Source: an optimization exercise on an open RTL-to-GDS flow (aim: small area, a short achievable clock period and few clock cycles). Production flows keep margins and buffers that such runs may drop. In this exercise RTL edits were held to simulation tests only and were not proved equivalent to the original. No activity file was given, so power comes from the tool's default toggle rates.

File: config.mk
export PLATFORM = sky130hd
export DESIGN_NAME = vector_display
export DESIGN_NICKNAME = vector_display
export VERILOG_FILES = /design/flow/design.v
export SDC_FILE = /design/flow/constraint.sdc
export NUM_CORES = 4
export LEC_CHECK = 0
export CAP_MARGIN = 20
export CORE_MARGIN = 2
export CORE_UTILIZATION = 55
export CTS_CLUSTER_DIAMETER = 80
export CTS_CLUSTER_SIZE = 30
export PLACE_DENSITY = 0.65
export SETUP_SLACK_MARGIN = 3.1
export SLEW_MARGIN = 20
export SYNTH_MEMORY_MAX_BITS = 8192
File: design.v
`timescale 1ns/1ns
`default_nettype none
module vector_list_ram #(
    parameter int WORD_WIDTH = 18
) (
    input  wire                   clk,
    input  wire                   we,
    input  wire  [7:0]            wr_adr,
    input  wire  [WORD_WIDTH-1:0] wr_data,
    input  wire  [7:0]            rd_rh,      
    input  wire  [7:0]            rd_rl,      
    output logic [WORD_WIDTH-1:0] tap,        
    output logic [1:0]            ph,         
    output logic                  w_top       
);
    logic [7:0]            w_rh;    
    logic [7:0]            w_rl;    
    logic [3:0]            w_row;   
    logic [WORD_WIDTH-1:0] w_d;
    logic [63:0][WORD_WIDTH-1:0] r0, r1, r2, r3;
    always_ff @(posedge clk) begin
        ph <= ph + 2'd1;
    end
    always_ff @(posedge clk) begin
        for (int j = 0; j < 8; j++) begin
            w_rh[j] <= we && (wr_adr[7:5] == 3'(j));
            w_rl[j] <= (wr_adr[4:2] == 3'(j));
        end
        for (int j = 0; j < 4; j++) begin
            w_row[j] <= ((wr_adr[1:0] - ph - 2'd2) == 2'(j));
        end
        w_d <= wr_data;
    end
    assign w_top = w_rh[0] && (w_rl[0] || w_rl[1]);
    always_ff @(posedge clk) begin
        for (int r = 0; r < 64; r++) begin
            r0[r] <=  ((w_rh[r/8] && w_rl[r%8] && w_row[0]) ? w_d : ~r1[r]);
            r1[r] <= ~((w_rh[r/8] && w_rl[r%8] && w_row[1]) ? w_d :  r2[r]);
            r2[r] <=  ((w_rh[r/8] && w_rl[r%8] && w_row[2]) ? w_d : ~r3[r]);
            r3[r] <= ~((w_rh[r/8] && w_rl[r%8] && w_row[3]) ? w_d :  r0[r]);
        end
    end
    always_comb begin
        tap = '0;
        for (int r = 0; r < 64; r++) begin
            tap = tap | (r0[r] & {WORD_WIDTH{rd_rh[r/8] & rd_rl[r%8]}});
        end
    end
endmodule
`default_nettype wire
`timescale 1ns/1ns
`default_nettype none
module vector_manage (
    input  wire               clk,
    input  wire               rst,
    input  wire               run,
    output logic [7:0]        rd_rh,      
    output logic [7:0]        rd_rl,
    input  wire  [17:0]       tap,
    input  wire  [1:0]        ph,
    input  wire               w_top,
    output logic              d_v,
    output logic              d_term,
    output logic              d_skip,
    output logic [7:0]        d_x0,
    output logic [7:0]        d_y0,
    output logic [7:0]        d_adx,     
    output logic [7:0]        d_ady,     
    output logic              d_sx,      
    output logic              d_sy,      
    input  wire               d_ready,
    input  wire               pass_end    
);
    localparam logic [1:0] ST_IDLE = 2'd0;
    localparam logic [1:0] ST_RUN  = 2'd1;
    localparam logic [1:0] ST_DONE = 2'd2;
    logic [1:0]  state;
    logic        fetching;
    logic        f_v;
    logic [17:0] f_e;
    logic        f_ready;
    logic        take;
    logic [17:0] lb [2][4];
    logic [1:0]  lv;          
    logic        fl_act;      
    logic [1:0]  fl_n;        
    logic        fl_b;        
    logic        fl_start;
    logic        fl_nb;
    logic        fl_end;
    logic        cb;          
    logic [1:0]  ck;          
    logic [17:0] c_e;
    logic        c_go;
    logic [7:0]  pen_x, pen_y;
    logic [7:0]  ls_sx, ls_sy, ls_ex, ls_ey;   
    logic [7:0]  ls_adx, ls_ady;               
    logic        ls_dx, ls_dy;
    logic        ls_pt;       
    logic        pen_eq;      
    logic        have_last;   
    logic [7:0]  ex, ey;
    logic        is_pos, is_line, is_point, is_seg, is_redraw;
    logic        eq_last, eq_pen;
    logic        skip, drop, term;
    logic [8:0]  px, nx, py, ny;
    logic [7:0]  l_adx, l_ady;    
    logic        l_sx, l_sy;
    assign fl_end   = fl_act && (fl_n == 2'd3);
    assign fl_nb    = fl_act ? !fl_b : fl_b;   
    assign fl_start = (!fl_act || fl_end) && !lv[fl_nb];
    assign c_e      = lb[cb][ck];
    assign f_ready  = !f_v || take;
    assign c_go     = (((state == ST_RUN) && fetching) ||
                       ((state == ST_IDLE) && run && !w_top)) && lv[cb] && f_ready;
    always_ff @(posedge clk) begin
        if (rst) begin
            state    <= ST_IDLE;
            fetching <= 1'b0;
            f_v      <= 1'b0;
            lv       <= '0;
            fl_act   <= 1'b0;
            fl_n     <= '0;
            fl_b     <= 1'b0;
            cb       <= 1'b0;
            ck       <= '0;
            rd_rh    <= 8'd1;
            rd_rl    <= 8'd1;
        end else begin
            case (state)
                ST_IDLE: begin
                    if (run) begin
                        state    <= ST_RUN;
                        fetching <= 1'b1;
                    end
                end
                ST_RUN: begin
                    if (pass_end) state <= ST_DONE;
                end
                default: state <= ST_IDLE;
            endcase
            if (fl_act) begin
                fl_n <= fl_n + 2'd1;
                if (fl_end) begin
                    lv[fl_b] <= 1'b1;
                    rd_rl    <= {rd_rl[6:0], rd_rl[7]};
                    if (rd_rl[7]) rd_rh <= {rd_rh[6:0], rd_rh[7]};
                end
            end
            if (fl_start) begin
                fl_act <= 1'b1;
                fl_n   <= '0;
                fl_b   <= fl_nb;
            end else if (fl_end) begin
                fl_act <= 1'b0;
                fl_b   <= !fl_b;
            end
            if (c_go) begin
                ck <= ck + 2'd1;
                if (ck == 2'd3) begin
                    lv[cb] <= 1'b0;
                    cb     <= !cb;
                end
                if (c_e[1] && c_e[0]) fetching <= 1'b0;
            end
            if (f_ready) f_v <= c_go;
            if ((c_go && c_e[1] && c_e[0]) || w_top) begin
                lv     <= '0;
                fl_act <= 1'b0;
                fl_n   <= '0;
                fl_b   <= 1'b0;
                cb     <= 1'b0;
                ck     <= '0;
                rd_rh  <= 8'd1;
                rd_rl  <= 8'd1;
            end
        end
    end
    always_ff @(posedge clk) begin
        if (fl_act) lb[fl_b][ph] <= tap;
        if (c_go) f_e <= c_e;
    end
    assign ex      = f_e[17:10];
    assign ey      = f_e[9:2];
    assign is_line = f_e[1];
    assign is_pos  = f_e[0];
    assign eq_last = ({ex, ey} == {ls_ex, ls_ey});
    assign eq_pen  = ({ex, ey} == {pen_x, pen_y});
    assign term      = is_pos && is_line;
    assign is_point  = is_pos && !is_line;
    assign is_seg    = is_line && !is_pos;
    assign is_redraw = !is_pos && !is_line;
    always_comb begin
        skip = have_last && ls_pt;   
        drop = skip;
        if (is_point) begin
            skip = have_last && eq_last;
            drop = skip;
        end else if (is_seg) begin
            skip = have_last && pen_eq;
            drop = skip && eq_pen;
        end
    end
    assign take = f_v && (!d_v || d_ready);
    assign px    = {1'b0, ex} - {1'b0, pen_x};
    assign nx    = {1'b0, pen_x} - {1'b0, ex};
    assign py    = {1'b0, ey} - {1'b0, pen_y};
    assign ny    = {1'b0, pen_y} - {1'b0, ey};
    assign l_adx = px[8] ? nx[7:0] : px[7:0];
    assign l_ady = py[8] ? ny[7:0] : py[7:0];
    assign l_sx  = !px[8];
    assign l_sy  = !py[8];
    always_ff @(posedge clk) begin
        if (rst) begin
            d_v       <= 1'b0;
            pen_x     <= '0;
            pen_y     <= '0;
            ls_sx     <= '0;
            ls_sy     <= '0;
            ls_ex     <= '0;
            ls_ey     <= '0;
            ls_adx    <= '0;
            ls_ady    <= '0;
            ls_dx     <= 1'b1;
            ls_dy     <= 1'b1;
            ls_pt     <= 1'b1;
            pen_eq    <= 1'b0;
            have_last <= 1'b0;
        end else begin
            if (state == ST_IDLE) begin
                pen_x  <= '0;
                pen_y  <= '0;
                pen_eq <= (ls_ex == 8'd0) && (ls_ey == 8'd0);
            end
            if (!d_v || d_ready) d_v <= take && (term || !drop);
            if (take && !term) begin
                have_last <= 1'b1;
                if (is_point) begin
                    pen_x  <= ex;
                    pen_y  <= ey;
                    pen_eq <= 1'b1;
                    ls_sx  <= ex;
                    ls_sy  <= ey;
                    ls_ex  <= ex;
                    ls_ey  <= ey;
                    ls_adx <= '0;
                    ls_ady <= '0;
                    ls_dx  <= 1'b1;
                    ls_dy  <= 1'b1;
                    ls_pt  <= 1'b1;
                end
                if (is_seg) begin
                    pen_x  <= ex;
                    pen_y  <= ey;
                    pen_eq <= 1'b1;
                    ls_sx  <= pen_x;
                    ls_sy  <= pen_y;
                    ls_ex  <= ex;
                    ls_ey  <= ey;
                    ls_adx <= l_adx;
                    ls_ady <= l_ady;
                    ls_dx  <= l_sx;
                    ls_dy  <= l_sy;
                    ls_pt  <= eq_pen;
                end
            end
        end
    end
    always_ff @(posedge clk) begin
        if (take) begin
            d_term <= term;
            d_skip <= skip;
            if (is_point) begin
                d_x0  <= ex;
                d_y0  <= ey;
                d_adx <= '0;
                d_ady <= '0;
                d_sx  <= 1'b1;
                d_sy  <= 1'b1;
            end else if (is_seg) begin
                d_x0  <= pen_x;
                d_y0  <= pen_y;
                d_adx <= l_adx;
                d_ady <= l_ady;
                d_sx  <= l_sx;
                d_sy  <= l_sy;
            end else begin
                d_x0  <= ls_sx;
                d_y0  <= ls_sy;
                d_adx <= ls_adx;
                d_ady <= ls_ady;
                d_sx  <= ls_dx;
                d_sy  <= ls_dy;
            end
        end
    end
endmodule
`default_nettype wire
`timescale 1ns/1ns
`default_nettype none
module bresenham (
    input  wire               clk,
    input  wire               rst,
    input  wire               d_v,
    input  wire               d_term,
    input  wire               d_skip,    
    input  wire  [7:0]        d_x0,
    input  wire  [7:0]        d_y0,
    input  wire  [7:0]        d_adx,
    input  wire  [7:0]        d_ady,
    input  wire               d_sx,
    input  wire               d_sy,
    output logic              d_ready,
    output logic              p_v,
    output logic [7:0]        p_x,
    output logic [7:0]        p_y,
    output logic              pass_end
);
    logic               n_v, n_term, n_skip, n_sx, n_sy, n_last0, n_last1;
    logic [7:0]         n_x, n_y, n_adx, n_ady, n_cnt;
    logic signed [8:0]  n_dm;
    logic signed [10:0] n_u, n_v0;
    logic               n_ready;
    logic signed [8:0]  k_dm;
    logic [7:0]         k_cnt;
    assign k_dm    = {1'b0, d_adx} - {1'b0, d_ady};
    assign k_cnt   = k_dm[8] ? d_ady : d_adx;   
    assign d_ready = !n_v || n_ready;
    always_ff @(posedge clk) begin
        if (rst) n_v <= 1'b0;
        else if (d_ready) n_v <= d_v;
    end
    always_ff @(posedge clk) begin
        if (d_ready && d_v) begin
            n_term  <= d_term;
            n_skip  <= d_skip;
            n_sx    <= d_sx;
            n_sy    <= d_sy;
            n_x     <= d_x0;
            n_y     <= d_y0;
            n_adx   <= d_adx;
            n_ady   <= d_ady;
            n_dm    <= k_dm;
            n_cnt   <= k_cnt;
            n_last0 <= k_dm[8] ? (d_ady == 8'd0) : (d_adx == 8'd0);
            n_last1 <= k_dm[8] ? (d_ady == 8'd1) : (d_adx == 8'd1);
            n_u     <= {2'b0, d_adx, 1'b0} - {3'b0, d_ady};
            n_v0    <= {2'b0, d_ady, 1'b0} - {3'b0, d_adx};
        end
    end
    logic               e_act, e_last, e_sx, e_sy;
    logic [7:0]         e_x, e_y, e_adx, e_ady, e_cnt;
    logic signed [8:0]  e_dm;
    logic signed [10:0] e_u, e_v;
    logic               e_free, e_take;
    logic               stx, sty;
    logic [7:0]         s_x, s_y;
    logic signed [10:0] s_u, s_v;
    logic               ntx, nty;
    logic [7:0]         t_x, t_y;
    logic signed [10:0] t_u, t_v;
    assign e_free  = !e_act || e_last;
    assign e_take  = e_free && n_v;
    assign n_ready = e_free;
    always_comb begin
        stx = !e_u[10];
        sty = !e_v[10];
        s_x = stx ? (e_sx ? e_x + 8'd1 : e_x - 8'd1) : e_x;
        s_y = sty ? (e_sy ? e_y + 8'd1 : e_y - 8'd1) : e_y;
        if (stx && sty) begin
            s_u = e_u + (11'(e_dm) <<< 1);
            s_v = e_v - (11'(e_dm) <<< 1);
        end else if (stx) begin
            s_u = e_u - {2'b0, e_ady, 1'b0};
            s_v = e_v + {2'b0, e_ady, 1'b0};
        end else begin
            s_u = e_u + {2'b0, e_adx, 1'b0};
            s_v = e_v - {2'b0, e_adx, 1'b0};
        end
    end
    always_comb begin
        ntx = !n_u[10];
        nty = !n_v0[10];
        t_x = ntx ? (n_sx ? n_x + 8'd1 : n_x - 8'd1) : n_x;
        t_y = nty ? (n_sy ? n_y + 8'd1 : n_y - 8'd1) : n_y;
        if (ntx && nty) begin
            t_u = n_u + (11'(n_dm) <<< 1);
            t_v = n_v0 - (11'(n_dm) <<< 1);
        end else if (ntx) begin
            t_u = n_u - {2'b0, n_ady, 1'b0};
            t_v = n_v0 + {2'b0, n_ady, 1'b0};
        end else begin
            t_u = n_u + {2'b0, n_adx, 1'b0};
            t_v = n_v0 - {2'b0, n_adx, 1'b0};
        end
    end
    always_ff @(posedge clk) begin
        if (rst) begin
            e_act <= 1'b0;
        end else if (e_free) begin
            e_act <= n_v && !n_term;
        end
    end
    always_ff @(posedge clk) begin
        if (e_take) begin
            e_sx   <= n_sx;
            e_sy   <= n_sy;
            e_adx  <= n_adx;
            e_ady  <= n_ady;
            e_dm   <= n_dm;
            if (n_skip) begin
                e_x    <= t_x;
                e_y    <= t_y;
                e_u    <= t_u;
                e_v    <= t_v;
                e_cnt  <= n_cnt - 8'd1;
                e_last <= n_last1;
            end else begin
                e_x    <= n_x;
                e_y    <= n_y;
                e_u    <= n_u;
                e_v    <= n_v0;
                e_cnt  <= n_cnt;
                e_last <= n_last0;
            end
        end else begin
            e_x    <= s_x;
            e_y    <= s_y;
            e_u    <= s_u;
            e_v    <= s_v;
            e_cnt  <= e_cnt - 8'd1;
            e_last <= (e_cnt == 8'd1);
        end
    end
    assign pass_end = e_take && n_term;   
    assign p_v = e_act;
    assign p_x = e_x;
    assign p_y = e_y;
endmodule
`default_nettype wire
`timescale 1ns/1ns
`default_nettype none
module pixel_writer (
    input  wire         clk,
    input  wire         rst,
    input  wire         p_v,
    input  wire  [7:0]  p_x,
    input  wire  [7:0]  p_y,
    input  wire         pass_end,
    output logic        pixel_we,
    output logic [15:0] pixel_adr,
    output logic        pass_done
);
    always_ff @(posedge clk) begin
        if (rst) begin
            pixel_we  <= 1'b0;
            pass_done <= 1'b0;
        end else begin
            pixel_we  <= p_v;
            pass_done <= pass_end;
        end
    end
    always_ff @(posedge clk) begin
        pixel_adr <= {p_y, p_x};   
    end
endmodule
`default_nettype wire
`timescale 1ns/1ns
`default_nettype none
module vector_display (
    input  wire         clk,
    input  wire         rst,
    input  wire         run,
    input  wire         load_we,
    input  wire  [7:0]  load_adr,
    input  wire  [7:0]  load_x,
    input  wire  [7:0]  load_y,
    input  wire         load_line,
    input  wire         load_pos,
    output logic        pixel_we,
    output logic [15:0] pixel_adr,
    output logic        pass_done
);
    logic [17:0]       rd_data;
    logic [7:0]        rd_rh, rd_rl;
    logic [1:0]        ph;
    logic              w_top;
    logic              d_v, d_term, d_skip, d_ready;
    logic [7:0]        d_x0, d_y0;
    logic [7:0]        d_adx, d_ady;
    logic              d_sx, d_sy;
    logic              p_v, pass_end;
    logic [7:0]        p_x, p_y;
    vector_list_ram u_ram (
        .clk     (clk),
        .we      (load_we),
        .wr_adr  (load_adr),
        .wr_data ({load_x, load_y, load_line, load_pos}),
        .rd_rh   (rd_rh),
        .rd_rl   (rd_rl),
        .tap     (rd_data),
        .ph      (ph),
        .w_top   (w_top)
    );
    vector_manage u_manage (
        .clk      (clk),
        .rst      (rst),
        .run      (run),
        .rd_rh    (rd_rh),
        .rd_rl    (rd_rl),
        .tap      (rd_data),
        .ph       (ph),
        .w_top    (w_top),
        .d_v      (d_v),
        .d_term   (d_term),
        .d_skip   (d_skip),
        .d_x0     (d_x0),
        .d_y0     (d_y0),
        .d_adx    (d_adx),
        .d_ady    (d_ady),
        .d_sx     (d_sx),
        .d_sy     (d_sy),
        .d_ready  (d_ready),
        .pass_end (pass_end)
    );
    bresenham u_line (
        .clk      (clk),
        .rst      (rst),
        .d_v      (d_v),
        .d_term   (d_term),
        .d_skip   (d_skip),
        .d_x0     (d_x0),
        .d_y0     (d_y0),
        .d_adx    (d_adx),
        .d_ady    (d_ady),
        .d_sx     (d_sx),
        .d_sy     (d_sy),
        .d_ready  (d_ready),
        .p_v      (p_v),
        .p_x      (p_x),
        .p_y      (p_y),
        .pass_end (pass_end)
    );
    pixel_writer u_writer (
        .clk       (clk),
        .rst       (rst),
        .p_v       (p_v),
        .p_x       (p_x),
        .p_y       (p_y),
        .pass_end  (pass_end),
        .pixel_we  (pixel_we),
        .pixel_adr (pixel_adr),
        .pass_done (pass_done)
    );
endmodule
`default_nettype wire
File: constraint.sdc
create_clock -name core_clock -period 6.0 [get_ports {clk}]
set_input_delay 1.2000 -clock core_clock [delete_from_list [all_inputs] [get_ports {clk}]]
set_output_delay 1.2000 -clock core_clock [all_outputs]
set_load 0.01 [all_outputs]
File: run.sh
#!/bin/bash
# synth_recipe.tcl (not shown) runs the flow's synth.tcl, then flattens the netlist and writes it again
# the make line also repeats each setting of config.mk as NAME=value (left out here)
make -C /OpenROAD-flow-scripts/flow DESIGN_CONFIG=/design/flow/config.mk WORK_HOME=/design/flow/orfs CLKGATE_MAP_FILE= SYNTH_SCRIPT=/design/flow/synth_recipe.tcl finish
==> results.json <==
{
  "grt.total_usage_pct": 40.2,
  "cp-end-kind": "flop",
  "finalClockSkew_ps": 70.8,
  "cts_buffer_depth": 4,
  "path_clk_slew_ps": 110,
  "grt_pass1_vias": 104618,
  "area_delta_synth_final_pct": 7.64,
  "power_density_nw_per_um2": 319,
  "async_reset_ff_share_pct": 0,
  "final_cells": 19942,
  "die_y_um": 565,
  "drv_slew": 0,
  "synth-edff-count": 314,
  "drc": 0,
  "clock_latency_ps": 970,
  "hp-class": "reg -> reg",
  "leakage_nw": 92.2,
  "syn_nets": 16423,
  "cts_tree": "done",
  "critPathLaunchType": "flop",
  "max_freq_mhz": 319,
  "rows": 206,
  "drt_iter0_markers": 15744,
  "ys_seq_area_share_pct": 60.9,
  "dpl.cell_count": 19475,
  "dp_hpwl_mm": 461,
  "hold_viol_final": 0,
  "cts_root_buffer": "clkbuf_16",
  "grt_pass1_wl_mm": 884,
  "status": "timing/DRC/antenna clean",
  "wl_mm": 661,
  "num-fill-cells": 26454,
  "synth-warning-count": 4,
  "cp.required_ps": 6720,
  "synthTopCellsByArea": "dfxtp_1 55%, mux2i_1 14%, a21oi_1 7.3%",
  "layout-drive-gt1-share_pct": 7.63,
  "fin_tns_setup_ps": 0,
  "vdd_ir_drop_max_mv": 0.298,
  "max_slew_margin_pct": 5.91,
  "rsz0062_at_grt": "yes",
  "die_area_sq_um": 320000,
  "viasPerCell": 6.08,
  "port_buffers": 47,
  "core_area_sq_um": 314000,
  "synth_top_area_cell": "dfxtp_1",
  "worstMarginPinSlew_ps": 1410,
  "setup_violations": 0,
  "grt_overflow": 0,
  "start_util_pct": 55.1,
  "die_x_um": 565,
  "antenna_found_initial": 56,
  "nNetsFinal": 15880,
  "avgRoutedWirePerCell_um": 33.1,
  "finalCritPeriodShare_pct": 52.2,
  "syn_avg_cell_area_sq_um": 10.7,
  "synthTopCellsByCount": "4796 x dfxtp_1, 2532 x nor2_1, 2523 x a21oi_1, 2362 x mux2i_1, 1109 x clkbuf_1",
  "ys_seq_elements": 5110,
  "post-route-min-period_ps": 3130,
  "postCtsHoldBufs": 0,
  "yosysTopAreaCellShare_pct": 55.4,
  "synth_cell_type_count": 87,
  "synthCells": 16216,
  "drv_cap": 0,
  "boundaryPins": 48,
  "ys.flop_type": "dfxtp_1",
  "drtPass1Iterations": 7,
  "antenna_left": 0,
  "num_vias": 121321,
  "cts_max_level": 4,
  "cp_data_arrival_time_ps": 3860,
  "yosysMostFrequentCell": "dfxtp_1",
  "cp_max_fo": 8,
  "critPathKind": "reg -> reg",
  "cts_sinks": 5110,
  "syn_area_sq_um": 173000,
  "place_congestion": 1.10,
  "grt_max_degree": 137,
  "cts_made_buffers": 205
}
[timing repair]
item	in CTS	in global routing
endpoints found under the setup margin	626	283
setup buffers	103	34
pin swaps	67	45
resized for setup	284	93
gates cloned	5	1
[path summary, 6_finish.rpt]
| check | startpoint | to | slack [ps] | cells after the start |
|---|---|---|---|---|
| min | u_ram.r1[342] | u_ram.r0[342] | 370 | 1 |
| max reg2reg | u_manage.rd_rl[2] | u_manage.lb[5][8] | 2870 | 8 |
| max | u_manage.rd_rl[2] | u_manage.lb[5][8] | 2870 | 8 |
| min reg2reg | u_ram.r1[342] | u_ram.r0[342] | 370 | 1 |
[metal layers]
| layer | track usage [%] | vias to the layer above | routed length [um] |
|---|---|---|---|
| met1 | 54.8 | 59696 | 272000 |
| met4 | 26.7 | 22 | 54000 |
| met2 | 55.4 | 5830 | 263000 |
| met5 | 0.357 | - | 315 |
| li1 | - | 54471 | - |
| met3 | 11.2 | 1302 | 72200 |
[sequential cells by signal, summed over array words and instances, names as in the netlist, 9 cells and up]
| signal | cells |
|---|---|
| u_line.e_dm | 9 |
| u_line.e_u | 10 |
| u_line.e_v | 10 |
| u_line.n_dm | 9 |
| u_line.n_u | 9 |
| u_line.n_v0 | 9 |
| u_manage.f_e | 18 |
| u_manage.lb | 144 |
| u_ram.r0 | 1152 |
| u_ram.r1 | 1152 |
| u_ram.r2 | 1152 |
| u_ram.r3 | 1152 |
| u_ram.w_d | 18 |
| u_writer.pixel_adr | 16 |
[through the flow]
| step | power, mW | util [%] | hold WS (ps) | setup slack, ps | instance area (sq um) |
|---|---|---|---|---|---|
| floorplan | 40.4 | - | 355 | 3110 | 173000 |
| global placement | 42.3 | 56.3 | 370 | 1860 | 177000 |
| detailed placement | 42.4 | 56.4 | 371 | 1780 | 177000 |
| CTS | 59.5 | 59.1 | 371 | 2850 | 186000 |
| global route | 61.2 | 59.3 | 387 | 2700 | 186000 |
| finish | 59.5 | 59.4 | 366 | 2870 | 187000 |
[cell usage in the layout, fill, tap and decap left out, drive strengths merged, types with 95 or more instances in the layout]
| cell | instances |
|---|---|
| nor2 | 2543 |
| edfxtp | 314 |
| inv | 175 |
| mux2i | 2362 |
| dfxtp | 4796 |
| xnor2 | 96 |
| a22o | 95 |
| o21ai | 124 |
| nand2 | 479 |
| a21oi | 2541 |
| ha | 158 |
| clkbuf | 245 |
| buf | 519 |
| a22oi | 270 |
[critical path, cell delays in order (launching register included)]
cell      delay, ps
dfxtp_4         400
buf_4           190
a222oi_1        980
nor2_2          170
nor3_4          330
nand4_1         190
nor3_2          310
nand4_1         120
buf_4           220
[area by class of cell]
class	instances	area, sq um	share of cell area [%]
inverter	162	657	0.352
tap	4160	5200	2.79
clock buffer	245	5470	2.93
antenna	28	70.1	0.0376
sequential	5110	106000	56.6
clock inverter	43	681	0.365
multi-input combinational	9625	63500	34.0
timing repair buffer	569	5400	2.90
[kinds of logic (layout without fill, tap and decap cells)]
family	count (synthesis)	after routing	share of synthesized area, %
AO/OA/AOI/OAI	3497	3499	11.6
XOR/XNOR	137	137	0.692
adder cells (fa/ha/maj)	177	177	1.36
buffers and inverters	1483	1019	3.36
flip-flops	5110	5110	60.9
multiplexers	2421	2421	14.3
other	0	28	0
AND/OR/NAND/NOR	3391	3391	7.85
[report_power, final]
group	internal [mW]	total [mW]	switching [mW]
clock network	6.83	17.6	10.8
registers	36.3	38.0	1.68
logic	1.66	3.88	2.21
total	44.8	59.5	14.7
Testbench counts, summed over its fixed seeds: cycles 234,150.

re-timing with driven ports:
No port has a modelled driver above. Below, the same layout with a new extraction and two added sets of constraints.
Step 1 assumes that a clkbuf_16 drives the clock port and a buf_2 every other input.
Step 2 times the ports against the registers' clock, not the clock port: input delays grow and output delays shrink by t, the midpoint of the rising clock arrivals with the driver on.
a / b / c = no drivers / after step 1 / after step 2; a / b = the first two.
t, ns: 1.055
slack for setup (ns): 2.868 / 2.868 / 2.471
latest minus earliest clock arrival (ns): 0.088 / 0.087
worst register clock-pin slew, ns: 0.12 / 0.12
worst slew at a driven data input, ns: 0.06
After both steps setup and hold are still met in this run. For this run, drivers alone change the setup slack by 0.000 ns; drivers and shift together by -0.397 ns.
